What follows belongs to an exercise in optimizing a design on an open flow for small area, a short achievable clock period and few clock cycles per item; a production flow would make more cautious choices.
Where RTL was checked, it was by simulation tests only, not by an equivalence proof against the original.
No functional check of the RTL was part of run 6.

==> flow/design.v <==
module fnv_lane_mix #(
  parameter int             LANES     = 4,
  parameter int             W         = 32,
  parameter logic [W-1:0]   FNV_PRIME = 32'h01000193
) (
  input  logic               clk,
  input  logic               rst,
  input  logic               in_valid,
  output logic               in_ready,
  input  logic [1:0]         mode,
  input  logic [LANES*W-1:0] a,
  input  logic [LANES*W-1:0] b,
  output logic               out_valid,
  input  logic               out_ready,
  output logic [LANES*W-1:0] c,
  output logic [W-1:0]       digest,
  output logic               out_err
);
  logic         adv;
  logic         v1_q, v2_q;
  logic [1:0]   md1_q, md2_q;
  logic [W-1:0] r1_l0_q, r1_l3_q, r1_m1_q, r1_x1_q, r1_m2_q, r1_x2_q;
  logic [W-1:0] r2_l0_q, r2_l1_q, r2_l3_q, r2_m2_q, r2_x2_q;
  logic [W-1:0] a0, a1, a2, a3, b0, b1, b2, b3;
  logic         md0, md1, md2;
  logic [W-1:0] p0, p3, p1, p2;
  logic [W-1:0] y0, y3, m1, x1, m2, x2, y1, y2;
  logic         f1, f2;
  assign adv      = !v2_q || out_ready;
  assign in_ready = adv;
  assign {a3, a2, a1, a0} = a;
  assign {b3, b2, b1, b0} = b;
  assign md0 = (mode == 2'd0);
  assign md1 = (mode == 2'd1);
  assign md2 = (mode == 2'd2);
  fnv_mulp u_mul0 (.x(md1 ? (a0 ^ b0) : a0), .y(p0));
  fnv_mulp u_mul3 (.x(md1 ? (a3 ^ b3) : a3), .y(p3));
  assign y0 = p0 ^ (md0 ? b0 : md2 ? a1 : '0);
  assign y3 = p3 ^ (md0 ? b3 : '0);
  assign m1 = md1 ? (a1 ^ b1) : a1;
  assign x1 = md0 ? b1 : md2 ? a2 : '0;
  assign m2 = md1 ? (a2 ^ b2) : a2;
  assign x2 = md0 ? b2 : md2 ? a3 : '0;
  assign f1 = (md1_q == 2'd2);
  fnv_mulp u_mul1 (.x(f1 ? r1_l0_q : r1_m1_q), .y(p1));
  assign y1 = p1 ^ r1_x1_q;
  assign f2 = (md2_q == 2'd2);
  fnv_mulp u_mul2 (.x(r2_m2_q), .y(p2));
  assign y2 = p2 ^ r2_x2_q;
  always_ff @(posedge clk) begin
    if (rst) begin
      v1_q <= 1'b0;
      v2_q <= 1'b0;
    end else if (adv) begin
      v1_q <= in_valid;
      v2_q <= v1_q;
    end
  end
  always_ff @(posedge clk) begin
    if (adv) begin
      md1_q   <= mode;
      r1_l0_q <= y0;
      r1_l3_q <= y3;
      r1_m1_q <= m1;
      r1_x1_q <= x1;
      r1_m2_q <= m2;
      r1_x2_q <= x2;
      md2_q   <= md1_q;
      r2_l0_q <= r1_l0_q;
      r2_l1_q <= y1;
      r2_l3_q <= r1_l3_q;
      r2_m2_q <= f1 ? y1 : r1_m2_q;
      r2_x2_q <= r1_x2_q;
    end
  end
  assign out_valid = v2_q;
  assign c         = md2_q[1] ? '0 : {r2_l3_q, y2, r2_l1_q, r2_l0_q};
  assign digest    = f2 ? y2 : '0;
  assign out_err   = (md2_q == 2'd3);
endmodule
module fnv_mulp (input logic [31:0] x, output logic [31:0] y);
  logic [31:0] r0, r1;
  logic t1, t2, t3, t4, t5, t6, t7, t8, t9, t10, t11, t12, t13, t14, t15, t16;
  logic t17, t18, t19, t20, t21, t22, t23, t24, t25, t26, t27, t28, t29, t30, t31, t32;
  logic t33, t34, t35, t36, t37, t38, t39, t40, t41, t42, t43, t44, t45, t46, t47, t48;
  logic t49, t50, t51, t52, t53, t54, t55, t56, t57, t58, t59, t60, t61, t62, t63, t64;
  logic t65, t66, t67, t68, t69, t70, t71, t72, t73, t74, t75, t76, t77, t78, t79, t80;
  logic t81, t82, t83, t84, t85, t86, t87, t88, t89, t90, t91, t92, t93, t94, t95, t96;
  logic t97, t98, t99, t100, t101, t102, t103, t104, t105, t106, t107, t108, t109, t110, t111, t112;
  logic t113, t114, t115, t116, t117, t118, t119, t120, t121, t122, t123, t124, t125, t126, t127, t128;
  logic t129, t130, t131, t132, t133, t134, t135, t136, t137, t138, t139, t140, t141, t142, t143, t144;
  logic t145, t146, t147, t148, t149, t150, t151, t152, t153, t154, t155, t156, t157, t158, t159, t160;
  logic t161, t162, t163, t164, t165, t166;
  assign t1 = x[8] ^ x[7];
  assign t2 = x[8] & x[7];
  assign t3 = x[9] ^ x[8] ^ x[5];
  assign t4 = (x[9] & x[8]) | (x[9] & x[5]) | (x[8] & x[5]);
  assign t5 = x[10] ^ x[9] ^ x[6];
  assign t6 = (x[10] & x[9]) | (x[10] & x[6]) | (x[9] & x[6]);
  assign t7 = x[11] ^ x[10] ^ x[7];
  assign t8 = (x[11] & x[10]) | (x[11] & x[7]) | (x[10] & x[7]);
  assign t9 = x[12] ^ x[11] ^ x[8];
  assign t10 = (x[12] & x[11]) | (x[12] & x[8]) | (x[11] & x[8]);
  assign t11 = x[13] ^ x[12] ^ x[9];
  assign t12 = (x[13] & x[12]) | (x[13] & x[9]) | (x[12] & x[9]);
  assign t13 = x[14] ^ x[13] ^ x[10];
  assign t14 = (x[14] & x[13]) | (x[14] & x[10]) | (x[13] & x[10]);
  assign t15 = x[15] ^ x[14] ^ x[11];
  assign t16 = (x[15] & x[14]) | (x[15] & x[11]) | (x[14] & x[11]);
  assign t17 = x[16] ^ x[15] ^ x[12];
  assign t18 = (x[16] & x[15]) | (x[16] & x[12]) | (x[15] & x[12]);
  assign t19 = x[17] ^ x[16] ^ x[13];
  assign t20 = (x[17] & x[16]) | (x[17] & x[13]) | (x[16] & x[13]);
  assign t21 = x[18] ^ x[17] ^ x[14];
  assign t22 = (x[18] & x[17]) | (x[18] & x[14]) | (x[17] & x[14]);
  assign t23 = x[19] ^ x[18] ^ x[15];
  assign t24 = (x[19] & x[18]) | (x[19] & x[15]) | (x[18] & x[15]);
  assign t25 = x[20] ^ x[19] ^ x[16];
  assign t26 = (x[20] & x[19]) | (x[20] & x[16]) | (x[19] & x[16]);
  assign t27 = x[21] ^ x[20] ^ x[17];
  assign t28 = (x[21] & x[20]) | (x[21] & x[17]) | (x[20] & x[17]);
  assign t29 = x[22] ^ x[21] ^ x[18];
  assign t30 = (x[22] & x[21]) | (x[22] & x[18]) | (x[21] & x[18]);
  assign t31 = x[23] ^ x[22] ^ x[19];
  assign t32 = (x[23] & x[22]) | (x[23] & x[19]) | (x[22] & x[19]);
  assign t33 = x[24] ^ x[23] ^ x[20];
  assign t34 = (x[24] & x[23]) | (x[24] & x[20]) | (x[23] & x[20]);
  assign t35 = x[17] ^ x[16];
  assign t36 = x[17] & x[16];
  assign t37 = x[25] ^ x[24] ^ x[21];
  assign t38 = (x[25] & x[24]) | (x[25] & x[21]) | (x[24] & x[21]);
  assign t39 = x[18] ^ x[17] ^ x[1];
  assign t40 = (x[18] & x[17]) | (x[18] & x[1]) | (x[17] & x[1]);
  assign t41 = x[26] ^ x[25] ^ x[22];
  assign t42 = (x[26] & x[25]) | (x[26] & x[22]) | (x[25] & x[22]);
  assign t43 = x[19] ^ x[18] ^ x[2];
  assign t44 = (x[19] & x[18]) | (x[19] & x[2]) | (x[18] & x[2]);
  assign t45 = x[27] ^ x[26] ^ x[23];
  assign t46 = (x[27] & x[26]) | (x[27] & x[23]) | (x[26] & x[23]);
  assign t47 = x[20] ^ x[19] ^ x[3];
  assign t48 = (x[20] & x[19]) | (x[20] & x[3]) | (x[19] & x[3]);
  assign t49 = x[28] ^ x[27] ^ x[24];
  assign t50 = (x[28] & x[27]) | (x[28] & x[24]) | (x[27] & x[24]);
  assign t51 = x[21] ^ x[20] ^ x[4];
  assign t52 = (x[21] & x[20]) | (x[21] & x[4]) | (x[20] & x[4]);
  assign t53 = x[29] ^ x[28] ^ x[25];
  assign t54 = (x[29] & x[28]) | (x[29] & x[25]) | (x[28] & x[25]);
  assign t55 = x[22] ^ x[21] ^ x[5];
  assign t56 = (x[22] & x[21]) | (x[22] & x[5]) | (x[21] & x[5]);
  assign t57 = x[30] ^ x[29] ^ x[26];
  assign t58 = (x[30] & x[29]) | (x[30] & x[26]) | (x[29] & x[26]);
  assign t59 = x[23] ^ x[22] ^ x[6];
  assign t60 = (x[23] & x[22]) | (x[23] & x[6]) | (x[22] & x[6]);
  assign t61 = x[31] ^ x[30] ^ x[27];
  assign t62 = x[24] ^ x[23] ^ x[7];
  assign t63 = x[7] ^ x[6];
  assign t64 = x[7] & x[6];
  assign t65 = t1 ^ x[4] ^ x[1];
  assign t66 = (t1 & x[4]) | (t1 & x[1]) | (x[4] & x[1]);
  assign t67 = t3 ^ x[2] ^ x[1];
  assign t68 = (t3 & x[2]) | (t3 & x[1]) | (x[2] & x[1]);
  assign t69 = t5 ^ x[3] ^ x[2];
  assign t70 = (t5 & x[3]) | (t5 & x[2]) | (x[3] & x[2]);
  assign t71 = t7 ^ x[4] ^ x[3];
  assign t72 = (t7 & x[4]) | (t7 & x[3]) | (x[4] & x[3]);
  assign t73 = t9 ^ x[5] ^ x[4];
  assign t74 = (t9 & x[5]) | (t9 & x[4]) | (x[5] & x[4]);
  assign t75 = t11 ^ x[6] ^ x[5];
  assign t76 = (t11 & x[6]) | (t11 & x[5]) | (x[6] & x[5]);
  assign t77 = t13 ^ x[7] ^ x[6];
  assign t78 = (t13 & x[7]) | (t13 & x[6]) | (x[7] & x[6]);
  assign t79 = t15 ^ x[8] ^ x[7];
  assign t80 = (t15 & x[8]) | (t15 & x[7]) | (x[8] & x[7]);
  assign t81 = t17 ^ x[9] ^ x[8];
  assign t82 = (t17 & x[9]) | (t17 & x[8]) | (x[9] & x[8]);
  assign t83 = t19 ^ x[10] ^ x[9];
  assign t84 = (t19 & x[10]) | (t19 & x[9]) | (x[10] & x[9]);
  assign t85 = t21 ^ x[11] ^ x[10];
  assign t86 = (t21 & x[11]) | (t21 & x[10]) | (x[11] & x[10]);
  assign t87 = t23 ^ x[12] ^ x[11];
  assign t88 = (t23 & x[12]) | (t23 & x[11]) | (x[12] & x[11]);
  assign t89 = t25 ^ x[13] ^ x[12];
  assign t90 = (t25 & x[13]) | (t25 & x[12]) | (x[13] & x[12]);
  assign t91 = t27 ^ x[14] ^ x[13];
  assign t92 = (t27 & x[14]) | (t27 & x[13]) | (x[14] & x[13]);
  assign t93 = t29 ^ x[15] ^ x[14];
  assign t94 = (t29 & x[15]) | (t29 & x[14]) | (x[15] & x[14]);
  assign t95 = t31 ^ x[16] ^ x[15];
  assign t96 = (t31 & x[16]) | (t31 & x[15]) | (x[16] & x[15]);
  assign t97 = t33 ^ t35 ^ x[0];
  assign t98 = (t33 & t35) | (t33 & x[0]) | (t35 & x[0]);
  assign t99 = t37 ^ t39 ^ t34;
  assign t100 = (t37 & t39) | (t37 & t34) | (t39 & t34);
  assign t101 = t41 ^ t43 ^ t38;
  assign t102 = (t41 & t43) | (t41 & t38) | (t43 & t38);
  assign t103 = t45 ^ t47 ^ t42;
  assign t104 = (t45 & t47) | (t45 & t42) | (t47 & t42);
  assign t105 = t49 ^ t51 ^ t46;
  assign t106 = (t49 & t51) | (t49 & t46) | (t51 & t46);
  assign t107 = t53 ^ t55 ^ t50;
  assign t108 = (t53 & t55) | (t53 & t50) | (t55 & t50);
  assign t109 = t57 ^ t59 ^ t54;
  assign t110 = (t57 & t59) | (t57 & t54) | (t59 & t54);
  assign t111 = t61 ^ t62 ^ t58;
  assign t112 = x[4] ^ x[3];
  assign t113 = x[4] & x[3];
  assign t114 = x[5] ^ x[4] ^ x[1];
  assign t115 = (x[5] & x[4]) | (x[5] & x[1]) | (x[4] & x[1]);
  assign t116 = x[6] ^ x[5] ^ x[2];
  assign t117 = (x[6] & x[5]) | (x[6] & x[2]) | (x[5] & x[2]);
  assign t118 = t63 ^ x[3] ^ x[0];
  assign t119 = (t63 & x[3]) | (t63 & x[0]) | (x[3] & x[0]);
  assign t120 = t65 ^ x[0] ^ t64;
  assign t121 = (t65 & x[0]) | (t65 & t64) | (x[0] & t64);
  assign t122 = t67 ^ t2 ^ t66;
  assign t123 = (t67 & t2) | (t67 & t66) | (t2 & t66);
  assign t124 = t69 ^ t4 ^ t68;
  assign t125 = (t69 & t4) | (t69 & t68) | (t4 & t68);
  assign t126 = t71 ^ t6 ^ t70;
  assign t127 = (t71 & t6) | (t71 & t70) | (t6 & t70);
  assign t128 = t73 ^ t8 ^ t72;
  assign t129 = (t73 & t8) | (t73 & t72) | (t8 & t72);
  assign t130 = t75 ^ t10 ^ t74;
  assign t131 = (t75 & t10) | (t75 & t74) | (t10 & t74);
  assign t132 = t77 ^ t12 ^ t76;
  assign t133 = (t77 & t12) | (t77 & t76) | (t12 & t76);
  assign t134 = t79 ^ t14 ^ t78;
  assign t135 = (t79 & t14) | (t79 & t78) | (t14 & t78);
  assign t136 = t81 ^ t16 ^ t80;
  assign t137 = (t81 & t16) | (t81 & t80) | (t16 & t80);
  assign t138 = t83 ^ t18 ^ t82;
  assign t139 = (t83 & t18) | (t83 & t82) | (t18 & t82);
  assign t140 = t85 ^ t20 ^ t84;
  assign t141 = (t85 & t20) | (t85 & t84) | (t20 & t84);
  assign t142 = t87 ^ t22 ^ t86;
  assign t143 = (t87 & t22) | (t87 & t86) | (t22 & t86);
  assign t144 = t89 ^ t24 ^ t88;
  assign t145 = (t89 & t24) | (t89 & t88) | (t24 & t88);
  assign t146 = t91 ^ t26 ^ t90;
  assign t147 = (t91 & t26) | (t91 & t90) | (t26 & t90);
  assign t148 = t93 ^ t28 ^ t92;
  assign t149 = (t93 & t28) | (t93 & t92) | (t28 & t92);
  assign t150 = t95 ^ t30 ^ t94;
  assign t151 = (t95 & t30) | (t95 & t94) | (t30 & t94);
  assign t152 = t97 ^ t32 ^ t96;
  assign t153 = (t97 & t32) | (t97 & t96) | (t32 & t96);
  assign t154 = t99 ^ t36 ^ t98;
  assign t155 = (t99 & t36) | (t99 & t98) | (t36 & t98);
  assign t156 = t101 ^ t40 ^ t100;
  assign t157 = (t101 & t40) | (t101 & t100) | (t40 & t100);
  assign t158 = t103 ^ t44 ^ t102;
  assign t159 = (t103 & t44) | (t103 & t102) | (t44 & t102);
  assign t160 = t105 ^ t48 ^ t104;
  assign t161 = (t105 & t48) | (t105 & t104) | (t48 & t104);
  assign t162 = t107 ^ t52 ^ t106;
  assign t163 = (t107 & t52) | (t107 & t106) | (t52 & t106);
  assign t164 = t109 ^ t56 ^ t108;
  assign t165 = (t109 & t56) | (t109 & t108) | (t56 & t108);
  assign t166 = t111 ^ t60 ^ t110;
  assign r0 = {t166, t164, t162, t160, t158, t156, t154, t152, t150, t148, t146, t144, t142, t140, t138, t136, t134, t132, t130, t128, t126, t124, t122, t120, t118, t116, t114, t112, x[3], x[2], x[1], x[0]};
  assign r1 = {t165, t163, t161, t159, t157, t155, t153, t151, t149, t147, t145, t143, t141, t139, t137, t135, t133, t131, t129, t127, t125, t123, t121, t119, t117, t115, t113, x[0], x[2], x[1], x[0], 1'b0};
  logic [31:0] g0, p0;
  assign g0 = r0 & r1;
  assign p0 = r0 ^ r1;
  logic gg1; assign gg1 = g0[1] | (p0[1] & g0[0]);
  logic pp1; assign pp1 = p0[1] & p0[0];
  logic gg2; assign gg2 = g0[3] | (p0[3] & g0[2]);
  logic pp2; assign pp2 = p0[3] & p0[2];
  logic gg3; assign gg3 = g0[5] | (p0[5] & g0[4]);
  logic pp3; assign pp3 = p0[5] & p0[4];
  logic gg4; assign gg4 = g0[7] | (p0[7] & g0[6]);
  logic pp4; assign pp4 = p0[7] & p0[6];
  logic gg5; assign gg5 = g0[9] | (p0[9] & g0[8]);
  logic pp5; assign pp5 = p0[9] & p0[8];
  logic gg6; assign gg6 = g0[11] | (p0[11] & g0[10]);
  logic pp6; assign pp6 = p0[11] & p0[10];
  logic gg7; assign gg7 = g0[13] | (p0[13] & g0[12]);
  logic pp7; assign pp7 = p0[13] & p0[12];
  logic gg8; assign gg8 = g0[15] | (p0[15] & g0[14]);
  logic pp8; assign pp8 = p0[15] & p0[14];
  logic gg9; assign gg9 = g0[17] | (p0[17] & g0[16]);
  logic pp9; assign pp9 = p0[17] & p0[16];
  logic gg10; assign gg10 = g0[19] | (p0[19] & g0[18]);
  logic pp10; assign pp10 = p0[19] & p0[18];
  logic gg11; assign gg11 = g0[21] | (p0[21] & g0[20]);
  logic pp11; assign pp11 = p0[21] & p0[20];
  logic gg12; assign gg12 = g0[23] | (p0[23] & g0[22]);
  logic pp12; assign pp12 = p0[23] & p0[22];
  logic gg13; assign gg13 = g0[25] | (p0[25] & g0[24]);
  logic pp13; assign pp13 = p0[25] & p0[24];
  logic gg14; assign gg14 = g0[27] | (p0[27] & g0[26]);
  logic pp14; assign pp14 = p0[27] & p0[26];
  logic gg15; assign gg15 = g0[29] | (p0[29] & g0[28]);
  logic pp15; assign pp15 = p0[29] & p0[28];
  logic gg16; assign gg16 = g0[31] | (p0[31] & g0[30]);
  logic pp16; assign pp16 = p0[31] & p0[30];
  logic gg17; assign gg17 = g0[2] | (p0[2] & gg1);
  logic pp17; assign pp17 = p0[2] & pp1;
  logic gg18; assign gg18 = gg2 | (pp2 & gg1);
  logic pp18; assign pp18 = pp2 & pp1;
  logic gg19; assign gg19 = g0[6] | (p0[6] & gg3);
  logic pp19; assign pp19 = p0[6] & pp3;
  logic gg20; assign gg20 = gg4 | (pp4 & gg3);
  logic pp20; assign pp20 = pp4 & pp3;
  logic gg21; assign gg21 = g0[10] | (p0[10] & gg5);
  logic pp21; assign pp21 = p0[10] & pp5;
  logic gg22; assign gg22 = gg6 | (pp6 & gg5);
  logic pp22; assign pp22 = pp6 & pp5;
  logic gg23; assign gg23 = g0[14] | (p0[14] & gg7);
  logic pp23; assign pp23 = p0[14] & pp7;
  logic gg24; assign gg24 = gg8 | (pp8 & gg7);
  logic pp24; assign pp24 = pp8 & pp7;
  logic gg25; assign gg25 = g0[18] | (p0[18] & gg9);
  logic pp25; assign pp25 = p0[18] & pp9;
  logic gg26; assign gg26 = gg10 | (pp10 & gg9);
  logic pp26; assign pp26 = pp10 & pp9;
  logic gg27; assign gg27 = g0[22] | (p0[22] & gg11);
  logic pp27; assign pp27 = p0[22] & pp11;
  logic gg28; assign gg28 = gg12 | (pp12 & gg11);
  logic pp28; assign pp28 = pp12 & pp11;
  logic gg29; assign gg29 = g0[26] | (p0[26] & gg13);
  logic pp29; assign pp29 = p0[26] & pp13;
  logic gg30; assign gg30 = gg14 | (pp14 & gg13);
  logic pp30; assign pp30 = pp14 & pp13;
  logic gg31; assign gg31 = g0[30] | (p0[30] & gg15);
  logic pp31; assign pp31 = p0[30] & pp15;
  logic gg32; assign gg32 = gg16 | (pp16 & gg15);
  logic pp32; assign pp32 = pp16 & pp15;
  logic gg33; assign gg33 = g0[4] | (p0[4] & gg18);
  logic pp33; assign pp33 = p0[4] & pp18;
  logic gg34; assign gg34 = gg3 | (pp3 & gg18);
  logic pp34; assign pp34 = pp3 & pp18;
  logic gg35; assign gg35 = gg19 | (pp19 & gg18);
  logic pp35; assign pp35 = pp19 & pp18;
  logic gg36; assign gg36 = gg20 | (pp20 & gg18);
  logic pp36; assign pp36 = pp20 & pp18;
  logic gg37; assign gg37 = g0[12] | (p0[12] & gg22);
  logic pp37; assign pp37 = p0[12] & pp22;
  logic gg38; assign gg38 = gg7 | (pp7 & gg22);
  logic pp38; assign pp38 = pp7 & pp22;
  logic gg39; assign gg39 = gg23 | (pp23 & gg22);
  logic pp39; assign pp39 = pp23 & pp22;
  logic gg40; assign gg40 = gg24 | (pp24 & gg22);
  logic pp40; assign pp40 = pp24 & pp22;
  logic gg41; assign gg41 = g0[20] | (p0[20] & gg26);
  logic pp41; assign pp41 = p0[20] & pp26;
  logic gg42; assign gg42 = gg11 | (pp11 & gg26);
  logic pp42; assign pp42 = pp11 & pp26;
  logic gg43; assign gg43 = gg27 | (pp27 & gg26);
  logic pp43; assign pp43 = pp27 & pp26;
  logic gg44; assign gg44 = gg28 | (pp28 & gg26);
  logic pp44; assign pp44 = pp28 & pp26;
  logic gg45; assign gg45 = g0[28] | (p0[28] & gg30);
  logic pp45; assign pp45 = p0[28] & pp30;
  logic gg46; assign gg46 = gg15 | (pp15 & gg30);
  logic pp46; assign pp46 = pp15 & pp30;
  logic gg47; assign gg47 = gg31 | (pp31 & gg30);
  logic pp47; assign pp47 = pp31 & pp30;
  logic gg48; assign gg48 = gg32 | (pp32 & gg30);
  logic pp48; assign pp48 = pp32 & pp30;
  logic gg49; assign gg49 = g0[8] | (p0[8] & gg36);
  logic pp49; assign pp49 = p0[8] & pp36;
  logic gg50; assign gg50 = gg5 | (pp5 & gg36);
  logic pp50; assign pp50 = pp5 & pp36;
  logic gg51; assign gg51 = gg21 | (pp21 & gg36);
  logic pp51; assign pp51 = pp21 & pp36;
  logic gg52; assign gg52 = gg22 | (pp22 & gg36);
  logic pp52; assign pp52 = pp22 & pp36;
  logic gg53; assign gg53 = gg37 | (pp37 & gg36);
  logic pp53; assign pp53 = pp37 & pp36;
  logic gg54; assign gg54 = gg38 | (pp38 & gg36);
  logic pp54; assign pp54 = pp38 & pp36;
  logic gg55; assign gg55 = gg39 | (pp39 & gg36);
  logic pp55; assign pp55 = pp39 & pp36;
  logic gg56; assign gg56 = gg40 | (pp40 & gg36);
  logic pp56; assign pp56 = pp40 & pp36;
  logic gg57; assign gg57 = g0[24] | (p0[24] & gg44);
  logic pp57; assign pp57 = p0[24] & pp44;
  logic gg58; assign gg58 = gg13 | (pp13 & gg44);
  logic pp58; assign pp58 = pp13 & pp44;
  logic gg59; assign gg59 = gg29 | (pp29 & gg44);
  logic pp59; assign pp59 = pp29 & pp44;
  logic gg60; assign gg60 = gg30 | (pp30 & gg44);
  logic pp60; assign pp60 = pp30 & pp44;
  logic gg61; assign gg61 = gg45 | (pp45 & gg44);
  logic pp61; assign pp61 = pp45 & pp44;
  logic gg62; assign gg62 = gg46 | (pp46 & gg44);
  logic pp62; assign pp62 = pp46 & pp44;
  logic gg63; assign gg63 = gg47 | (pp47 & gg44);
  logic pp63; assign pp63 = pp47 & pp44;
  logic gg64; assign gg64 = gg48 | (pp48 & gg44);
  logic pp64; assign pp64 = pp48 & pp44;
  logic gg65; assign gg65 = g0[16] | (p0[16] & gg56);
  logic pp65; assign pp65 = p0[16] & pp56;
  logic gg66; assign gg66 = gg9 | (pp9 & gg56);
  logic pp66; assign pp66 = pp9 & pp56;
  logic gg67; assign gg67 = gg25 | (pp25 & gg56);
  logic pp67; assign pp67 = pp25 & pp56;
  logic gg68; assign gg68 = gg26 | (pp26 & gg56);
  logic pp68; assign pp68 = pp26 & pp56;
  logic gg69; assign gg69 = gg41 | (pp41 & gg56);
  logic pp69; assign pp69 = pp41 & pp56;
  logic gg70; assign gg70 = gg42 | (pp42 & gg56);
  logic pp70; assign pp70 = pp42 & pp56;
  logic gg71; assign gg71 = gg43 | (pp43 & gg56);
  logic pp71; assign pp71 = pp43 & pp56;
  logic gg72; assign gg72 = gg44 | (pp44 & gg56);
  logic pp72; assign pp72 = pp44 & pp56;
  logic gg73; assign gg73 = gg57 | (pp57 & gg56);
  logic pp73; assign pp73 = pp57 & pp56;
  logic gg74; assign gg74 = gg58 | (pp58 & gg56);
  logic pp74; assign pp74 = pp58 & pp56;
  logic gg75; assign gg75 = gg59 | (pp59 & gg56);
  logic pp75; assign pp75 = pp59 & pp56;
  logic gg76; assign gg76 = gg60 | (pp60 & gg56);
  logic pp76; assign pp76 = pp60 & pp56;
  logic gg77; assign gg77 = gg61 | (pp61 & gg56);
  logic pp77; assign pp77 = pp61 & pp56;
  logic gg78; assign gg78 = gg62 | (pp62 & gg56);
  logic pp78; assign pp78 = pp62 & pp56;
  logic gg79; assign gg79 = gg63 | (pp63 & gg56);
  logic pp79; assign pp79 = pp63 & pp56;
  logic gg80; assign gg80 = gg64 | (pp64 & gg56);
  logic pp80; assign pp80 = pp64 & pp56;
  logic [31:0] cc;
  assign cc[0] = 1'b0;
  assign cc[1] = g0[0];
  assign cc[2] = gg1;
  assign cc[3] = gg17;
  assign cc[4] = gg18;
  assign cc[5] = gg33;
  assign cc[6] = gg34;
  assign cc[7] = gg35;
  assign cc[8] = gg36;
  assign cc[9] = gg49;
  assign cc[10] = gg50;
  assign cc[11] = gg51;
  assign cc[12] = gg52;
  assign cc[13] = gg53;
  assign cc[14] = gg54;
  assign cc[15] = gg55;
  assign cc[16] = gg56;
  assign cc[17] = gg65;
  assign cc[18] = gg66;
  assign cc[19] = gg67;
  assign cc[20] = gg68;
  assign cc[21] = gg69;
  assign cc[22] = gg70;
  assign cc[23] = gg71;
  assign cc[24] = gg72;
  assign cc[25] = gg73;
  assign cc[26] = gg74;
  assign cc[27] = gg75;
  assign cc[28] = gg76;
  assign cc[29] = gg77;
  assign cc[30] = gg78;
  assign cc[31] = gg79;
  assign y = p0 ^ cc;
endmodule
==> flow/flow/run.sh <==
#!/bin/bash
# Standard layout, but the port buffers that placement inserts on every input and
# output are the smallest buffer (buf_1); timing repair resizes them where needed.
set -euo pipefail
bash standard.sh BUFFER_PORTS_ARGS="-buffer_cell sky130_fd_sc_hd__buf_1" finish > flow_standard.log 2>&1
==> flow/standard.sh <==
#!/bin/bash
# synth_recipe.tcl (not shown) runs the flow's synth.tcl, then flattens the netlist and writes it again
# the make line also repeats each setting of config.mk as NAME=value (left out here)
make -C /OpenROAD-flow-scripts/flow DESIGN_CONFIG=/design/flow/config.mk WORK_HOME=/design/flow/orfs CLKGATE_MAP_FILE= SYNTH_SCRIPT=/design/flow/synth_recipe.tcl "${@:-finish}"
==> flow/config.mk <==
export PLATFORM = sky130hd
export DESIGN_NAME = fnv_lane_mix
export DESIGN_NICKNAME = fnv_lane_mix
export VERILOG_FILES = /design/flow/design.v
export SDC_FILE = /design/flow/constraint.sdc
export NUM_CORES = 4
export LEC_CHECK = 0
export CAP_MARGIN = 20
export CORE_MARGIN = 2
export CORE_UTILIZATION = 40
export SETUP_SLACK_MARGIN = 1.2
export SLEW_MARGIN = 20
==> flow/constraint.sdc <==
create_clock -name core_clock -period 7.0 [get_ports {clk}]
set_input_delay 1.4000 -clock core_clock [delete_from_list [all_inputs] [get_ports {clk}]]
set_output_delay 1.4000 -clock core_clock [all_outputs]
set_load 0.01 [all_outputs]
==> metrics.cfg, run 1 <==
[timing]
period_minus_slack_ps = 6260
tns_ps = 0
rsz0062_at_grt = yes
post-route-period-util_pct = 89.4
finClkSkew_ps = 28.6
final-setup-viol-count = 0
maxSlewViolCount = 0
hold_viol_final = 0
hold_ws_ps = 411
fmax_mhz = 160
worstMarginPinSlew_ps = 1170
timing.slew.headroom_pct = 21.9

[synth]
ys_seq_area_share_pct = 36.2
synthTopCellsByArea = edfxtp_1, fa_1, xnor2_1
synth-seq-cells = 358
synth_edf_count = 356
syn_area_um2 = 29600
synth-main-ff-cell = edfxtp_1
synth.distinct_cells = 67
yosys_warnings = 1
syn_nets = 3371
synth_largest_area_cell = edfxtp_1
netlist_instances = 2662
synth_top_area_share_pct = 36.1
async_flop_share_pct = 0
syn_avg_cell_area_um2 = 11.1

[clock_network]
clock_tree.buffer_depth = 3
insertion_delay_ps = 590
cts_tree = built
clkTransAtPathRegs_ps = 60
cts_sinks = 358
cts.htree.levels = 2
numCtsBuffers = 43
ctsRootBufferMaster = clkbuf_16

[global_route]
track_usage_pct = 23.8
grt_pass1_wl_um = 135000
overflow = 0
antenna_found_initial = 9
grt_pass1_vias = 21100
grt_max_degree = 82

[drt]
dr.pass1.iters = 5
wl_per_cell_um = 21.9
drcViolationCount = 0
drt_iter0_markers = 1431
wirelength_um = 92400
vias = 20800
ant_nets = 0
viasPerCell = 4.91

[cells_and_area]
drive_above_1_share_pct = 13.6
nets = 3935
nFillCells = 6665
area_delta_synth_final_pct = 22.2
fin_cells = 4224

[floorplanning]
die_w_um = 276
core_area_um2 = 73200
num_io_pins = 425
start_util_pct = 40.5
dieArea_um2 = 76300
num_rows = 99
die_y_um = 276

[critical_path]
crit_start = r2_m2_q[9]
reg2reg_from = md1_q[1]
cp_max_fo = 3
required_ps = 5600
worst_setup_path_end_kind = primary output
startpoint_type = flop
critPathArrivalTime_ps = 4860
crit_type = flop to primary output

[status]
status = finished clean

[hold_path]
min-delay-start = r1_l3_q[5]
worstHoldPathType = flop to flop

[placement]
hpwl_um = 73500
portBuffers = 424
gp_congestion = 0.897
placed_cells = 4030

[run]
max_cap_viol_count = 0

## synthesized netlist by cell type, types with 6 or more instances
cell and n:
a21o_1 48, mux2_2 9, fa_1 292, nor2_1 188, mux2i_1 121, nand4_1 6
or2_2 7, nand3_1 15, and3_1 9, a21oi_1 74, inv_1 365, clkbuf_1 45
buf_2 13, o211ai_1 6, a31oi_1 7, o21ai_1 11, ha_1 155, xnor2_1 344
o21bai_1 14, nand2_1 271, nand2b_1 8, nor2b_1 106, o21ai_0 22, buf_1 8
xor2_1 94, edfxtp_1 356
## routing by layer
layer	global-route usage [%]	vias to the layer above	share of wire, %
met3	2.64	137	5.3
li1	-	9757	-
met4	8.58	6	3.6
met1	32.4	10300	43
met5	0	-	0.027
met2	39.5	602	48
## state kept, by name (all words and copies together), names as in the netlist
| register | count |
|---|---|
| md1_q | 2 |
| md2_q | 2 |
| r1_l0_q | 32 |
| r1_l3_q | 32 |
| r1_m1_q | 32 |
| r1_m2_q | 32 |
| r1_x1_q | 32 |
| r1_x2_q | 32 |
| r2_l0_q | 32 |
| r2_l1_q | 32 |
| r2_l3_q | 32 |
| r2_m2_q | 32 |
| r2_x2_q | 32 |
| v1_q | 1 |
| v2_q | 1 |
## cells in the final DEF, fill, tap and decap left out, types with 115 or more instances in the layout
master / instances
xnor2_1: 304
buf_4: 143
inv_1: 342
fa_1: 285
mux2i_1: 115
ha_1: 134
nand2_1: 264
edfxtp_1: 356
buf_1: 391
nor2_1: 186
## layout make-up
cell class | instances | area (um^2) | area share [%]
Timing Repair Buffer | 585 | 3050 | 8.42
Antenna cell | 6 | 15.0 | 0.0415
Tap cell | 959 | 1200 | 3.31
Multi-Input combinational cell | 1872 | 18500 | 51.0
Sequential cell | 358 | 10700 | 29.6
Clock buffer | 50 | 1120 | 3.10
Clock inverter | 28 | 240 | 0.663
Inverter | 366 | 1380 | 3.81
## critical path: stages, from the launching register on
cell and delay [ps]:
edfxtp_1 420, buf_6 140, fa_1 470, inv_1 50, fa_1 490, inv_2 40
fa_2 550, ha_4 210, a21o_1 170, a21oi_2 190, o221ai_4 150, buf_4 150
buf_4 140, buf_4 170, a21o_1 180, a21o_1 210, a21oi_2 200, xnor2_2 140
nor2_1 50, buf_2 170
## through the flow
| step | cell area (um^2) | setup slack (ps) | utilization, % |
|---|---|---|---|
| finish | 36200 | 739 | 49.5 |
| CTS | 35000 | 770 | 47.8 |
| floorplan | 30100 | 767 | - |
| global route | 36200 | 566 | 49.5 |
| detailed placement | 33000 | 423 | 45.1 |
| global placement | 33000 | 462 | 45.1 |
## path summary, 6_finish.rpt
path	endpoint	slack, ps	depth (start not counted)
min	r2_l3_q[5]	410	0
max	c[79]	740	19
max reg2reg	r2_m2_q[30]	1400	17
min reg2reg	r2_l3_q[5]	410	0
## cell families after synthesis
| logic type | after synthesis | synth area share, % |
|---|---|---|
| AOI/OAI and AO/OA | 224 | 5.04 |
| xor gates and xnor gates | 438 | 12.9 |
| adders and majority gates | 452 | 26.4 |
| buffers and inverters | 432 | 5.53 |
| DFF | 358 | 36.2 |
| muxes | 130 | 4.43 |
| and+or+nand+nor | 628 | 9.40 |
## repair_timing
action / 4_1_cts / 5_1_grt
buffers inserted: 25 / 80
pin swaps: 42 / 75
cloned: 2 / 3
gates resized for setup: 68 / 119
endpoints found under the setup margin: 58 / 67
endpoints found under the hold margin: 0 / 0
hold buffers: 0 / 0
Testbench counts, summed over its fixed seeds: cycles 4,816, items 4,800.
==> run 2: changes to the inputs <==
--- a/flow/config.mk
+++ b/flow/config.mk
@@ -9,4 +9,5 @@
 export CORE_MARGIN = 2
-export CORE_UTILIZATION = 40
-export SETUP_SLACK_MARGIN = 1.2
+export CORE_UTILIZATION = 65
+export CTS_BUF_LIST = sky130_fd_sc_hd__clkbuf_8
+export SETUP_SLACK_MARGIN = 1.4
 export SLEW_MARGIN = 20
==> run 2 against run 1 <==
Still clean on timing, DRC and antenna. Critical path depth down 4. Register-to-register slack improved by 150 ps.
==> metrics.cfg, run 2 <==
[cells_and_area]
final_common_cell = buf_1
layout_common_cells = buf_1, edfxtp_1, inv_1
fin_cells = 3916  ; -7.3%
fin_area_um2 = 36300  ; +0.17%
area_delta_synth_final_pct = 22.4
drive_above_1_share_pct = 16.3  ; +2.8 points
nets = 3973  ; +0.97%
final_util_pct = 80.3  ; +31 points

[clock_network]
numCtsBuffers = 59  ; +37%
cts_tree = built
cts_sinks = 358  ; unchanged
clkTransAtPathRegs_ps = 70  ; about the same
ctsHoldBuffers = 0  ; unchanged
cts.htree.levels = 2  ; unchanged
clock_tree.buffer_depth = 3  ; unchanged
insertion_delay_ps = 700  ; +110 ps
ctsRootBufferMaster = clkbuf_8

[timing]
fmax_mhz = 152  ; -4.9%
hold_viol_final = 0  ; unchanged
final-setup-viol-count = 0  ; unchanged
final.setup.worst_slack_ps = 414  ; -325 ps
rsz0062_at_grt = yes
hold_ws_ps = 418  ; +7.33 ps
worstMarginPinSlew_ps = 1070  ; -102 ps
period_minus_slack_ps = 6590  ; +325 ps
tns_ps = 0  ; unchanged
finClkSkew_ps = 33.9  ; +5.26 ps
post-route-period-util_pct = 94.1  ; +4.6 points
timing.slew.headroom_pct = 28.7  ; +6.8 points
maxSlewViolCount = 0  ; unchanged

[global_route]
overflow = 0  ; unchanged
grt_pass1_wl_um = 135000  ; +0.14%
grt_max_degree = 162  ; +98%
track_usage_pct = 39.0  ; +15 points
grt_pass1_vias = 22600  ; +7.2%
antenna_found_initial = 7  ; -2

[synth]
syn_area_um2 = 29600  ; unchanged
synthTopCellsByArea = edfxtp_1, fa_1, xnor2_1
synth_edf_count = 356  ; unchanged
synth_top_area_share_pct = 36.1  ; unchanged
ys_seq_area_share_pct = 36.2  ; unchanged
synthTopCellsByCount = inv_1, edfxtp_1, xnor2_1
synth-main-ff-cell = edfxtp_1
syn_avg_cell_area_um2 = 11.1  ; unchanged
synth_largest_area_cell = edfxtp_1
yosys_warnings = 1  ; unchanged
netlist_instances = 2662  ; unchanged
synth-seq-cells = 358  ; unchanged
yosysMostFrequentCell = inv_1
synth.distinct_cells = 67  ; unchanged
async_flop_share_pct = 0  ; unchanged
syn_nets = 3371  ; unchanged

[floorplanning]
start_util_pct = 65.6  ; +25 points
die_y_um = 218  ; -21%
die_w_um = 218  ; -21%
num_io_pins = 425  ; unchanged
core_area_um2 = 45200  ; -38%
num_rows = 78  ; -21%
dieArea_um2 = 47300  ; -38%

[placement]
placed_cells = 3664  ; -9.1%
dpl_cell_area_um2 = 32500  ; -1.4%
gp_congestion = 1.00  ; +12%
portBuffers = 424  ; unchanged
dp_slack_ps = 326  ; -96.1 ps
hpwl_um = 70600  ; -3.9%

[status]
status = finished clean

[drt]
ant_nets = 0  ; unchanged
vias = 22600  ; +9.1%
drt_iter0_markers = 2357  ; +65%
drcViolationCount = 0  ; unchanged
viasPerCell = 5.78  ; +18%
wl_per_cell_um = 24.2  ; +11%
wirelength_um = 94900  ; +2.6%
dr.pass1.iters = 5  ; unchanged

[critical_path]
reg2reg_from = md1_q[0]
crit_start = r2_m2_q[11]
worst_setup_path_end_kind = primary output
startpoint_type = flop
r2r_end = r2_m2_q[22]
cp_max_fo = 4  ; +1
required_ps = 5600  ; about the same
worstSetupEndpoint = c[92]
critPathArrivalTime_ps = 5190  ; +330 ps
r2r_cells = 19  ; +2
regToRegSetupSlack_ps = 1550  ; +150 ps
crit_type = flop to primary output

[hold_path]
worstHoldPathType = flop to flop
min-delay-start = r1_x2_q[14]

[run]
max_cap_viol_count = 0  ; unchanged

[run 2: cell count changes in the layout (fill, tap and decap cells not counted), moves of 9 or more]
cell / change
buf_6: +15
clkbuf_16: -44
buf_2: +12
clkbuf_8: +59
a21oi_1: -10
buf_1: -9
[run 2: logic make-up (layout without fill, tap and decap cells)]
logic type	after synthesis	in the layout	synth area share [%]
mux	130	130	4.43
flops	358	358	36.2
buf+inv	432	1079	5.53
other cells	0	7	0
simple gates	628	628	9.40
compound gates	224	224	5.04
xor+xnor	438	438	12.9
fa+ha+maj	452	452	26.4
[run 2: how the worst min path moves through the flow]
stage / endpoint / slack [ps] / depth (start not counted)
final: r2_x2_q[14] / 420 / 0
after CTS: r2_x2_q[29] / 410 / 0
after detailed placement: r2_x2_q[30] / 400 / 0
after floorplan: r2_l3_q[0] / 400 / 0
after global placement: r2_x2_q[12] / 400 / 0
after global routing: r2_x2_q[13] / 420 / 0
[run 2: repair_timing]
action	CTS	global route
endpoints found under the setup margin	80	82
resized for setup	114	159
pin swaps	78	66
buffers inserted	61	73
gates cloned	2	3
[run 2: area by class of cell]
cell class	instances	area, um^2
Fill cell	2763	8910
Antenna cell	7	17.5
Multi-Input combinational cell	1872	18800
Timing Repair Buffer	607	3380
Clock inverter	47	447
Clock buffer	59	812
Sequential cell	358	10700
Tap cell	600	751
Inverter	366	1380
[run 2: layer usage]
layer	vias to the layer above	GRT usage [%]	part of all wire, %
met5	-	0	0.0084
li1	9843	-	-
met4	2	18.0	6.0
met2	1332	61.9	46
met1	11100	51.6	37
met3	319	8.80	10
[run 2: critical path, cell delays in order, from the launching register on]
cell      delay (ps)
edfxtp_1         560
fa_1             590
fa_1             450
fa_1             570
ha_1             260
a21o_1           230
a21o_1           240
a221oi_4         310
nor2_4            90
o32ai_4          390
o21bai_1         150
a21oi_2          150
xnor2_1          130
buf_4            150
nor2_1            40
buf_2            180
==> run 3: changes to the inputs <==
--- a/flow/config.mk
+++ b/flow/config.mk
@@ -7,3 +7,3 @@
 export LEC_CHECK = 0
-export CAP_MARGIN = 20
+export CAP_MARGIN = 0
 export CORE_MARGIN = 2
@@ -11,3 +11,3 @@
 export CTS_BUF_LIST = sky130_fd_sc_hd__clkbuf_8
-export SETUP_SLACK_MARGIN = 1.4
-export SLEW_MARGIN = 20
+export SETUP_SLACK_MARGIN = 0.8
+export SLEW_MARGIN = 0
==> run 3 against run 2 <==
First-iteration DRC count fell by 26%. Largest cell class unchanged. Via count fell by 4.1%. Count of clock-buffer cells in the layout rose by 11. Global-route usage fell by 1.7 points. Synthesized cell count did not move. Clock skew fell by 1.2 ps.
==> metrics.cfg, run 3 <==
[synth]
syn_area_um2 = 29600  ; unchanged
synth_largest_area_cell = edfxtp_1
yosys_warnings = 1  ; unchanged
synthTopCellsByCount = inv_1, edfxtp_1, xnor2_1
synth_top_area_share_pct = 36.1  ; unchanged
synth-seq-cells = 358  ; unchanged
synth.distinct_cells = 67  ; unchanged
synth_edf_count = 356  ; unchanged
synth-main-ff-cell = edfxtp_1
yosysMostFrequentCell = inv_1
syn_avg_cell_area_um2 = 11.1  ; unchanged
ys_seq_area_share_pct = 36.2  ; unchanged
netlist_instances = 2662  ; unchanged
synthTopCellsByArea = edfxtp_1, fa_1, xnor2_1
syn_nets = 3371  ; unchanged
async_flop_share_pct = 0  ; unchanged

[drt]
vias = 21700  ; -4.1%
drcViolationCount = 0  ; unchanged
drt_iter0_markers = 1742  ; -26%
ant_nets = 0  ; unchanged
wl_per_cell_um = 23.1  ; -4.8%
viasPerCell = 5.69  ; -1.5%
wirelength_um = 88000  ; -7.3%
dr.pass1.iters = 5  ; unchanged

[critical_path]
worstSetupEndpoint = c[80]
cp_max_fo = 4  ; unchanged
crit_buf_inv = 5  ; +3
cpPeakStageDelay_ps = 580  ; about the same
required_ps = 5600  ; about the same
regToRegSetupSlack_ps = 1110  ; -440 ps
reg2reg_from = md1_q[0]
worst-path-stages = 16  ; +1
r2r_end = r2_m2_q[17]
crit_type = flop to primary output
slowest_stage = fa_2
path_cells = fa_1, inv_1, fa_1, inv_2, fa_2, ha_4, a21o_1, a21oi_2, o221ai_4, buf_4, buf_6, a21oi_4, fa_2, xor2_2, nor2_1, clkbuf_2
startpoint_type = flop
critPathArrivalTime_ps = 4980  ; -210 ps
path_delay_family = adder cells
crit_start = r2_m2_q[5]
worst_setup_path_end_kind = primary output
r2r_cells = 21  ; +2

[cells_and_area]
final_common_cell = buf_1
fin_cells = 3814  ; -2.6%
nets = 3877  ; -2.4%
layout_common_cells = buf_1, inv_1, edfxtp_1
drive_above_1_share_pct = 9.44  ; -6.9 points
area_delta_synth_final_pct = 15.8
final_util_pct = 75.9  ; -4.3 points

[global_route]
grt_pass1_wl_um = 130000  ; -4.0%
antenna_found_initial = 2  ; -5
track_usage_pct = 37.4  ; -1.7 points
overflow = 0  ; unchanged
grt_max_degree = 172  ; +6.2%
grt_pass1_vias = 22000  ; -2.6%

[clock_network]
clkTransAtPathRegs_ps = 60  ; about the same
clock_tree.buffer_depth = 3  ; unchanged
ctsHoldBuffers = 0  ; unchanged
cts_tree = built
numCtsBuffers = 66  ; +12%
cts.htree.levels = 3  ; +1
cts_sinks = 358  ; unchanged
insertion_delay_ps = 630  ; -70 ps
ctsRootBufferMaster = clkbuf_8

[placement]
dp_slack_ps = 447  ; +120 ps
placed_cells = 3666  ; +0.055%
gp_congestion = 1.00  ; +0.19%
portBuffers = 424  ; unchanged
hpwl_um = 69900  ; -1.0%

[timing]
final.setup.worst_slack_ps = 620  ; +207 ps
finClkSkew_ps = 32.6  ; -1.25 ps
maxSlewViolCount = 0  ; unchanged
final-setup-viol-count = 0  ; unchanged
worstMarginPinSlew_ps = 1090  ; +15.4 ps
tns_ps = 0  ; unchanged
post-route-period-util_pct = 91.1  ; -3.0 points
period_minus_slack_ps = 6380  ; -207 ps
rsz0062_at_grt = yes
hold_viol_final = 0  ; unchanged
timing.slew.headroom_pct = 27.6  ; -1.0 points
fmax_mhz = 157  ; +3.2%

[floorplanning]
core_area_um2 = 45200  ; unchanged
num_rows = 78  ; unchanged
die_y_um = 218  ; unchanged
start_util_pct = 65.6  ; unchanged
num_io_pins = 425  ; unchanged
dieArea_um2 = 47300  ; unchanged
die_w_um = 218  ; unchanged

[run]
max_cap_viol_count = 0  ; unchanged

[status]
status = finished clean

[hold_path]
worstHoldPathType = flop to flop
min-delay-start = r1_l3_q[4]

run 3: cell counts after synthesis:
Identical to the previous run, type by type.
run 3: cell type report:
| class | count | area (um^2) |
|---|---|---|
| clock inverters | 40 | 369 |
| diodes | 4 | 10.0 |
| clock buffers | 70 | 963 |
| flip-flops and latches | 358 | 10700 |
| fillers | 3053 | 10900 |
| repair buffers | 504 | 2280 |
| inverters | 366 | 1370 |
| multi-input cells | 1872 | 17800 |
| well taps | 600 | 751 |
run 3: metal layers:
| metal | vias to the layer above | share of wire [%] | global-route usage, % |
|---|---|---|---|
| li1 | 9645 | - | - |
| met1 | 10800 | 40 | 50.8 |
| met2 | 1085 | 46 | 58.3 |
| met3 | 199 | 9.1 | 7.32 |
| met4 | 0 | 5.1 | 17.7 |
| met5 | - | 0 | 0 |
run 3: worst min path at each step:
stage / slack [ps] / cells past startpoint / end
floorplan: 400 / 0 / r2_l3_q[0]
global placement: 400 / 0 / r2_x2_q[12]
detailed placement: 400 / 0 / r2_l3_q[11]
CTS: 420 / 0 / r2_x2_q[10]
global route: 400 / 0 / r2_x2_q[10]
finish: 410 / 0 / r2_l3_q[4]
run 3: metrics by stage:
| step | instance area [um^2] | hold WS, ps |
|---|---|---|
| global route | 34300 | 403 |
| CTS | 34000 | 416 |
| detailed placement | 32400 | 405 |
| floorplan | 29900 | 400 |
| finish | 34300 | 406 |
| global placement | 32400 | 401 |
run 3: cell families (layout without fill, tap and decap cells):
family | count (synthesis) | count (layout) | share of synthesized area (%)
compound gates | 224 | 224 | 5.04
xor+xnor | 438 | 438 | 12.9
fa+ha+maj | 452 | 452 | 26.4
buf+inv | 432 | 980 | 5.53
flops | 358 | 358 | 36.2
mux | 130 | 130 | 4.43
other cells | 0 | 4 | 0
simple gates | 628 | 628 | 9.40
run 3: timing repair:
| item | in CTS | in global routing |
|---|---|---|
| gates resized for setup | 24 | 48 |
| endpoints found under the hold margin | 0 | 0 |
| pin swaps | 20 | 22 |
| setup endpoints to repair | 20 | 25 |
| buffers inserted | 20 | 14 |
==> run 4: changes to the inputs <==
--- a/flow/config.mk
+++ b/flow/config.mk
@@ -7,7 +7,7 @@
 export LEC_CHECK = 0
-export CAP_MARGIN = 0
+export CAP_MARGIN = 20
 export CORE_MARGIN = 2
-export CORE_UTILIZATION = 65
+export CORE_UTILIZATION = 80
 export CTS_BUF_LIST = sky130_fd_sc_hd__clkbuf_8
 export SETUP_SLACK_MARGIN = 0.8
-export SLEW_MARGIN = 0
+export SLEW_MARGIN = 20
==> run 4 against run 3 <==
The flow now stops in global routing. Area after synthesis did not move. Synthesized cell count unchanged.
==> metrics.cfg, run 4 <==
[clock_network]
ctsHoldBuffers = 0  ; unchanged
numCtsBuffers = 59  ; -11%
cts.htree.levels = 2  ; -1
cts_sinks = 358  ; unchanged
ctsRootBufferMaster = clkbuf_8
clock_tree.buffer_depth = 3  ; unchanged

[global_route]
antenna_found_initial = 39
grt_max_degree = 189
overflow = 163
track_usage_pct = 84.4

[synth]
synthTopCellsByArea = edfxtp_1, fa_1, xnor2_1
synth_largest_area_cell = edfxtp_1
syn_avg_cell_area_um2 = 11.1  ; unchanged
ys_seq_area_share_pct = 36.2  ; unchanged
netlist_instances = 2662  ; unchanged
syn_nets = 3371  ; unchanged
synth_edf_count = 356  ; unchanged
synth_top_area_share_pct = 36.1  ; unchanged
synth.distinct_cells = 67  ; unchanged
yosysMostFrequentCell = inv_1
synth-main-ff-cell = edfxtp_1
async_flop_share_pct = 0  ; unchanged
synthTopCellsByCount = inv_1, edfxtp_1, xnor2_1
syn_area_um2 = 29600  ; unchanged
yosys_warnings = 1  ; unchanged
synth-seq-cells = 358  ; unchanged

[floorplanning]
num_rows = 70  ; -10%
die_y_um = 196  ; -9.7%
die_w_um = 196  ; -9.7%
start_util_pct = 81.1  ; +16 points
num_io_pins = 425  ; unchanged

[placement]
hpwl_um = 71300  ; +2.0%
placed_cells = 3526  ; -3.8%
portBuffers = 424  ; unchanged
gp_congestion = 1.02  ; +1.2%

[timing]
endpoint_type = top-level output
worst_endpoint = c[93]

[status]
status = did not finish
firstError = [ERROR GRT-0232] Routing congestion too high. Check the congestion heatmap in the GUI.
lastStage = global routing

run 4: cell counts after synthesis:
No cell type changed its count.
run 4: kinds of logic after synthesis:
group | after synthesis | share of synthesized area, %
AO/OA/AOI/OAI | 224 | 5.04
XOR/XNOR | 438 | 12.9
adder cells (fa/ha/maj) | 452 | 26.4
buffers and inverters | 432 | 5.53
flip-flops | 358 | 36.2
multiplexers | 130 | 4.43
AND/OR/NAND/NOR | 628 | 9.40
run 4: metal layers:
metal | overflow | GRT usage, %
met2 | 68 | 95.2
met4 | 77 | 83.8
met3 | 9 | 74.5
met1 | 9 | 84.0
met5 | 0 | 61.0
run 4: worst max path at each step:
stage | end | slack (ps)
after floorplan | r1_l3_q[31] | 740
after global placement | r1_l0_q[17] | 510
after detailed placement | r1_l0_q[31] | 210
after CTS | digest[31] | 660
run 4: timing repair:
item                                   CTS
gates resized for setup                 23
setup endpoints to repair               25
setup buffers                           28
pin swaps                               11
endpoints found under the hold margin    0
run 4: through the flow:
stage          worst slack [ps]  area [um^2]
2_1_floorplan               736        29900
3_3_place_gp                510        32100
3_5_place_dp                206        32100
4_1_cts                     659        33600
==> run 5: changes to the inputs <==
--- a/flow/config.mk
+++ b/flow/config.mk
@@ -9,3 +9,3 @@
 export CORE_MARGIN = 2
-export CORE_UTILIZATION = 80
+export CORE_UTILIZATION = 65
 export CTS_BUF_LIST = sky130_fd_sc_hd__clkbuf_8
==> run 5 against run 4 <==
Now clean on timing, DRC and antenna. Synthesized cell count unchanged. Area after synthesis unchanged.
==> metrics.cfg, run 5 <==
[status]
status = finished clean

[critical_path]
cp_max_fo = 4
cpPeakStageDelay_ps = 580
slowest_stage = fa_2
worst_setup_path_end_kind = primary output
path_delay_family = adder cells
startpoint_type = flop
crit_type = flop to primary output
crit_buf_inv = 5
required_ps = 5600
path_cells = fa_1, inv_1, fa_1, inv_2, fa_2, ha_4, a21o_1, a21oi_2, o221ai_4, buf_4, buf_6, a21oi_4, fa_2, xor2_2, nor2_1, clkbuf_2
critPathArrivalTime_ps = 4980

[global_route]
overflow = 0
grt_pass1_wl_um = 130000
antenna_found_initial = 2
track_usage_pct = 37.4
grt_max_degree = 172
grt_pass1_vias = 22000

[timing]
rsz0062_at_grt = yes
period_minus_slack_ps = 6380
fmax_mhz = 157
hold_ws_ps = 406
post-route-period-util_pct = 91.1
worstMarginPinSlew_ps = 1090
final.setup.worst_slack_ps = 620
timing.slew.headroom_pct = 27.6
maxSlewViolCount = 0
hold_viol_final = 0
tns_ps = 0
final-setup-viol-count = 0
finClkSkew_ps = 32.6

[drt]
vias = 21700
drcViolationCount = 0
viasPerCell = 5.69
ant_nets = 0
wirelength_um = 88000
drt_iter0_markers = 1742
wl_per_cell_um = 23.1
dr.pass1.iters = 5

[clock_network]
numCtsBuffers = 66  ; +12%
cts.htree.levels = 3  ; +1
clock_tree.buffer_depth = 3  ; unchanged
cts_tree = built
ctsHoldBuffers = 0  ; unchanged
clkTransAtPathRegs_ps = 60
cts_sinks = 358  ; unchanged
ctsRootBufferMaster = clkbuf_8
insertion_delay_ps = 630

[placement]
dpl_cell_area_um2 = 32400  ; +0.74%
dp_slack_ps = 447  ; +241 ps
hpwl_um = 69900  ; -2.0%
portBuffers = 424  ; unchanged
placed_cells = 3666  ; +4.0%
gp_congestion = 1.00  ; -1.2%

[synth]
netlist_instances = 2662  ; unchanged
synth-seq-cells = 358  ; unchanged
yosys_warnings = 1  ; unchanged
synthTopCellsByArea = edfxtp_1, fa_1, xnor2_1
synth_top_area_share_pct = 36.1  ; unchanged
async_flop_share_pct = 0  ; unchanged
synth-main-ff-cell = edfxtp_1
ys_seq_area_share_pct = 36.2  ; unchanged
synth_edf_count = 356  ; unchanged
syn_area_um2 = 29600  ; unchanged
synthTopCellsByCount = inv_1, edfxtp_1, xnor2_1
syn_nets = 3371  ; unchanged
yosysMostFrequentCell = inv_1
syn_avg_cell_area_um2 = 11.1  ; unchanged
synth_largest_area_cell = edfxtp_1
synth.distinct_cells = 67  ; unchanged

[cells_and_area]
final_common_cell = buf_1
fin_cells = 3814
final_util_pct = 75.9
area_delta_synth_final_pct = 15.8
drive_above_1_share_pct = 9.44
fin_area_um2 = 34300
nFillCells = 3053
nets = 3877
layout_common_cells = buf_1, inv_1, edfxtp_1

[floorplanning]
num_rows = 78  ; +11%
die_y_um = 218  ; +11%
core_area_um2 = 45200
start_util_pct = 65.6  ; -16 points
dieArea_um2 = 47300
die_w_um = 218  ; +11%
num_io_pins = 425  ; unchanged

[hold_path]
worstHoldPathType = flop to flop

[run]
max_cap_viol_count = 0

run 5: cell counts after synthesis:
Identical to the previous run, type by type.
run 5: cells by family after synthesis:
logic type / count (synthesis) / synth area share [%]
AO/OA/AOI/OAI: 224 / 5.04
flip-flops: 358 / 36.2
XOR/XNOR: 438 / 12.9
adder cells (fa/ha/maj): 452 / 26.4
buffers and inverters: 432 / 5.53
multiplexers: 130 / 4.43
AND/OR/NAND/NOR: 628 / 9.40
run 5: worst paths after layout:
kind / from / to / slack (ps) / cells after the start
worst min register to register: r1_l3_q[4] / r2_l3_q[4] / 410 / 0
worst min-delay path: r1_l3_q[4] / r2_l3_q[4] / 410 / 0
worst max register to register: md1_q[0] / r2_m2_q[17] / 1110 / 21
worst max-delay path: r2_m2_q[5] / c[80] / 620 / 16
run 5: cell type report:
cell class / count / area [um^2] / area share [%]
clock buffers: 70 / 963 / 2.81
well taps: 600 / 751 / 2.19
inverters: 366 / 1370 / 4.00
diodes: 4 / 10.0 / 0.0292
flip-flops and latches: 358 / 10700 / 31.3
repair buffers: 504 / 2280 / 6.66
clock inverters: 40 / 369 / 1.08
multi-input cells: 1872 / 17800 / 52.0
run 5: routing by layer:
| metal | share of wire (%) | vias up | track usage, % |
|---|---|---|---|
| li1 | - | 9645 | - |
| met1 | 40 | 10800 | 50.8 |
| met2 | 46 | 1085 | 58.3 |
| met3 | 9.1 | 199 | 7.32 |
| met4 | 5.1 | 0 | 17.7 |
| met5 | 0 | - | 0 |
run 5: repair_timing:
action                                  in CTS  in global routing
hold endpoints to repair                     0                  0
pin swaps                                   20                 22
endpoints found under the setup margin      20                 25
setup buffers                               20                 14
resized for setup                           24                 48
==> run 6: changes to the inputs <==
--- a/flow/design.v
+++ b/flow/design.v
@@ -24,6 +24,6 @@
   logic [W-1:0] a0, a1, a2, a3, b0, b1, b2, b3;
-  logic         md0, md1, md2;
   logic [W-1:0] p0, p3, p1, p2;
   logic [W-1:0] y0, y3, m1, x1, m2, x2, y1, y2;
-  logic         f1, f2;
+  logic [W-1:0] bx0, bx1, bx2, bx3;
+  logic         f1;
   assign adv      = !v2_q || out_ready;
@@ -32,13 +32,14 @@
   assign {b3, b2, b1, b0} = b;
-  assign md0 = (mode == 2'd0);
-  assign md1 = (mode == 2'd1);
-  assign md2 = (mode == 2'd2);
-  fnv_mulp u_mul0 (.x(md1 ? (a0 ^ b0) : a0), .y(p0));
-  fnv_mulp u_mul3 (.x(md1 ? (a3 ^ b3) : a3), .y(p3));
-  assign y0 = p0 ^ (md0 ? b0 : md2 ? a1 : '0);
-  assign y3 = p3 ^ (md0 ? b3 : '0);
-  assign m1 = md1 ? (a1 ^ b1) : a1;
-  assign x1 = md0 ? b1 : md2 ? a2 : '0;
-  assign m2 = md1 ? (a2 ^ b2) : a2;
-  assign x2 = md0 ? b2 : md2 ? a3 : '0;
+  assign bx0 = mode[0] ? a0 ^ b0 : a0;
+  assign bx1 = mode[0] ? a1 ^ b1 : a1;
+  assign bx2 = mode[0] ? a2 ^ b2 : a2;
+  assign bx3 = mode[0] ? a3 ^ b3 : a3;
+  fnv_mulp u_mul0 (.x(bx0), .y(p0));
+  fnv_mulp u_mul3 (.x(bx3), .y(p3));
+  assign y0 = p0 ^ (mode[1] ? a1 : mode[0] ? '0 : b0);
+  assign y3 = p3 ^ (mode[0] ? '0 : b3);
+  assign m1 = bx1;
+  assign x1 = mode[1] ? a2 : mode[0] ? '0 : b1;
+  assign m2 = bx2;
+  assign x2 = mode[1] ? a3 : mode[0] ? '0 : b2;
   assign f1 = (md1_q == 2'd2);
@@ -46,3 +47,2 @@
   assign y1 = p1 ^ r1_x1_q;
-  assign f2 = (md2_q == 2'd2);
   fnv_mulp u_mul2 (.x(r2_m2_q), .y(p2));
@@ -77,3 +77,3 @@
   assign c         = md2_q[1] ? '0 : {r2_l3_q, y2, r2_l1_q, r2_l0_q};
-  assign digest    = f2 ? y2 : '0;
+  assign digest    = (md2_q == 2'd2) ? y2 : '0;
   assign out_err   = (md2_q == 2'd3);
==> run 6 against run 5 <==
Register-to-register slack barely moved. Cell count fell by 4.4%. Via count fell by 2.3%. Critical endpoint is now digest[23]. Largest cell class unchanged.
==> metrics.cfg, run 6 <==
[status]
status = finished clean

[drt]
wl_per_cell_um = 24.0  ; +3.9%
drt_iter0_markers = 2301  ; +32%
dr.pass1.iters = 5  ; unchanged
viasPerCell = 5.82  ; +2.2%
wirelength_um = 87400  ; -0.64%
drcViolationCount = 0  ; unchanged

[run]
max_cap_viol_count = 0  ; unchanged

[floorplanning]
dieArea_um2 = 46600  ; -1.4%
core_area_um2 = 44300  ; -1.9%
num_io_pins = 425  ; unchanged
die_y_um = 216  ; -0.71%
num_rows = 77  ; -1.3%
start_util_pct = 65.9  ; +0.32 points

[cells_and_area]
final_common_cell = inv_1
final_util_pct = 76.0  ; +0.088 points
nFillCells = 2974  ; -2.6%
area_delta_synth_final_pct = 15.4
nets = 3717  ; -4.1%
regArea_um2 = 10700  ; unchanged
drive_above_1_share_pct = 10.4  ; +0.98 points
multi_input_comb_area_um2 = 17300  ; -2.8%

[timing]
hold_ws_ps = 405  ; -0.921 ps
tns_ps = 0  ; unchanged
rsz0062_at_grt = yes
worstMarginPinSlew_ps = 993  ; -92.7 ps
timing.slew.headroom_pct = 33.8  ; +6.2 points
final-setup-viol-count = 0  ; unchanged
hold_viol_final = 0  ; unchanged
period_minus_slack_ps = 6680  ; +304 ps

[clock_network]
cts_sinks = 358  ; unchanged
cts_tree = built
clock_tree.buffer_depth = 3  ; unchanged
cts.htree.levels = 2  ; -1
ctsRootBufferMaster = clkbuf_8
insertion_delay_ps = 700  ; +70 ps
clkTransAtPathRegs_ps = 60  ; about the same
ctsHoldBuffers = 0  ; unchanged
numCtsBuffers = 60  ; -9.1%

[global_route]
antenna_found_initial = 1  ; -1
track_usage_pct = 37.2  ; -0.13 points
grt_pass1_wl_um = 128000  ; -1.4%
grt_pass1_vias = 21500  ; -2.3%
grt_max_degree = 179  ; +4.1%
overflow = 0  ; unchanged

[synth]
synth_top_family_by_area = adder cells
syn_avg_cell_area_um2 = 11.6  ; +4.6%
syn_area_um2 = 29200  ; -1.4%
netlist_instances = 2508  ; -5.8%
yosys_warnings = 1  ; unchanged
synthSimpleGateAreaFrac_pct = 7.14  ; -2.3 points
syn_nets = 3217  ; -4.6%
synth_top_area_share_pct = 36.6  ; +0.53 points
synth-main-ff-cell = edfxtp_1
yosysMostFrequentCell = inv_1
ys_seq_area_share_pct = 36.7  ; +0.53 points
synth.distinct_cells = 64  ; -4.5%
synth_edf_count = 356  ; unchanged
synth-compound-area-share_pct = 8.07  ; +3.0 points

[critical_path]
cp_max_fo = 4  ; unchanged
worst_setup_path_end_kind = primary output
crit_start = r2_m2_q[5]
required_ps = 5600  ; about the same
crit_type = flop to primary output
r2r_end = r2_m2_q[26]
regToRegSetupSlack_ps = 1100  ; about the same
worstSetupEndpoint = digest[23]

[placement]
placed_cells = 3506  ; -4.4%

==> run 6: changes by cell type after synthesis, moves of 8 or more <==
cell      before  now
a22o_1         0   63
a22oi_1        1   31
mux2_2         9   36
mux2i_1      121   26
nand2_1      271  152
nand2b_1       8   16
nor2_1       188   92
nor2b_1      106  119
o21ai_0       22   35
o21ai_1       11    2
xnor2_1      344  356
xor2_1        94   84
==> run 6: layout make-up <==
cell class,instances,area share [%]
clock inverter,46,1.01
clock buffer,61,2.49
antenna,1,0.00743
inverter,371,4.13
sequential,358,31.8
tap,592,2.20
multi-input combinational,1716,51.5
timing repair buffer,501,6.85
==> run 6: worst min-delay path by stage <==
stage / depth (start not counted) / from / endpoint / slack (ps)
floorplan: 0 / r1_l3_q[0] / r2_l3_q[0] / 400
global placement: 0 / r1_l3_q[31] / r2_l3_q[31] / 400
detailed placement: 0 / r1_l3_q[9] / r2_l3_q[9] / 400
CTS: 0 / r1_l0_q[2] / r2_l0_q[2] / 400
global route: 0 / r1_l3_q[27] / r2_l3_q[27] / 420
finish: 0 / r1_x2_q[27] / r2_x2_q[27] / 400
==> run 6: worst max-delay path, cell delays in order, from the launching register on <==
cell	delay, ps
edfxtp_1	490
fa_1	580
inv_1	50
fa_1	480
inv_1	50
fa_1	520
ha_4	220
and3_4	180
and3_4	180
a211o_1	300
buf_4	160
o31a_1	290
a311oi_4	300
buf_4	170
o21bai_2	70
xnor2_2	290
nor2_1	120
clkbuf_2	140
==> run 6: kinds of logic after synthesis <==
| family | Yosys count |
|---|---|
| AOI/OAI and AO/OA | 326 |
| xor gates and xnor gates | 440 |
| adders and majority gates | 453 |
| buffers and inverters | 434 |
| DFF | 358 |
| muxes | 64 |
| and+or+nand+nor | 433 |
==> run 6: per-stage QoR <==
stage                     setup WS [ps]  instance area, um^2
after floorplan                     805                29300
after global placement              545                31800
after detailed placement            448                31800
after CTS                           330                33400
after global routing                162                33700
final                               317                33700
==> run 6: what timing repair did <==
action                                  CTS  global route
pin swaps                                37            28
endpoints found under the setup margin   40            41
resized for setup                        75            42
buffers inserted                         17            15
==> run 6: routing by layer <==
metal | vias up | GRT usage, % | wire [um]
met2 | 1169 | 58.2 | 40700
met5 | - | 0 | 0
met1 | 10500 | 50.2 | 33200
met4 | 0 | 17.9 | 4880
met3 | 225 | 7.67 | 8670
li1 | 9299 | - | -

-- what the ideal ports hide --
The results above use ideal ports. As a check the final layouts listed here were re-extracted and re-timed, cells and wires unchanged. Step 1 assumes that a clkbuf_16 drives the clock port and a buf_2 every other input. Step 2, shift: input delay + t, output delay - t, t = (earliest + latest rising clock arrival at the registers) / 2. This alone moves slack from input paths to output paths. a / b / c = ideal / step 1 / step 2; a / b = the first two.
run	shift t [ns]	setup WS [ns]	worst hold slack (ns)	latest minus earliest clock arrival (ns)	worst register clock-pin slew, ns
run 1	0.633	0.739 / 0.681 / 0.613	0.411 / 0.411 / 0.411	0.028 / 0.028	0.07 / 0.07
run 2	0.736	0.414 / 0.359 / 0.599	0.418 / 0.418 / 0.418	0.034 / 0.034	0.07 / 0.07
run 3	0.675	0.620 / 0.562 / 0.382	0.406 / 0.406 / 0.406	0.033 / 0.033	0.07 / 0.07
run 5	0.675	0.620 / 0.562 / 0.382	0.406 / 0.406 / 0.406	0.033 / 0.033	0.07 / 0.07
run 6	0.733	0.317 / 0.258 / 0.318	0.405 / 0.405 / 0.405	0.046 / 0.046	0.07 / 0.07
After both steps setup and hold are still met in every run listed.
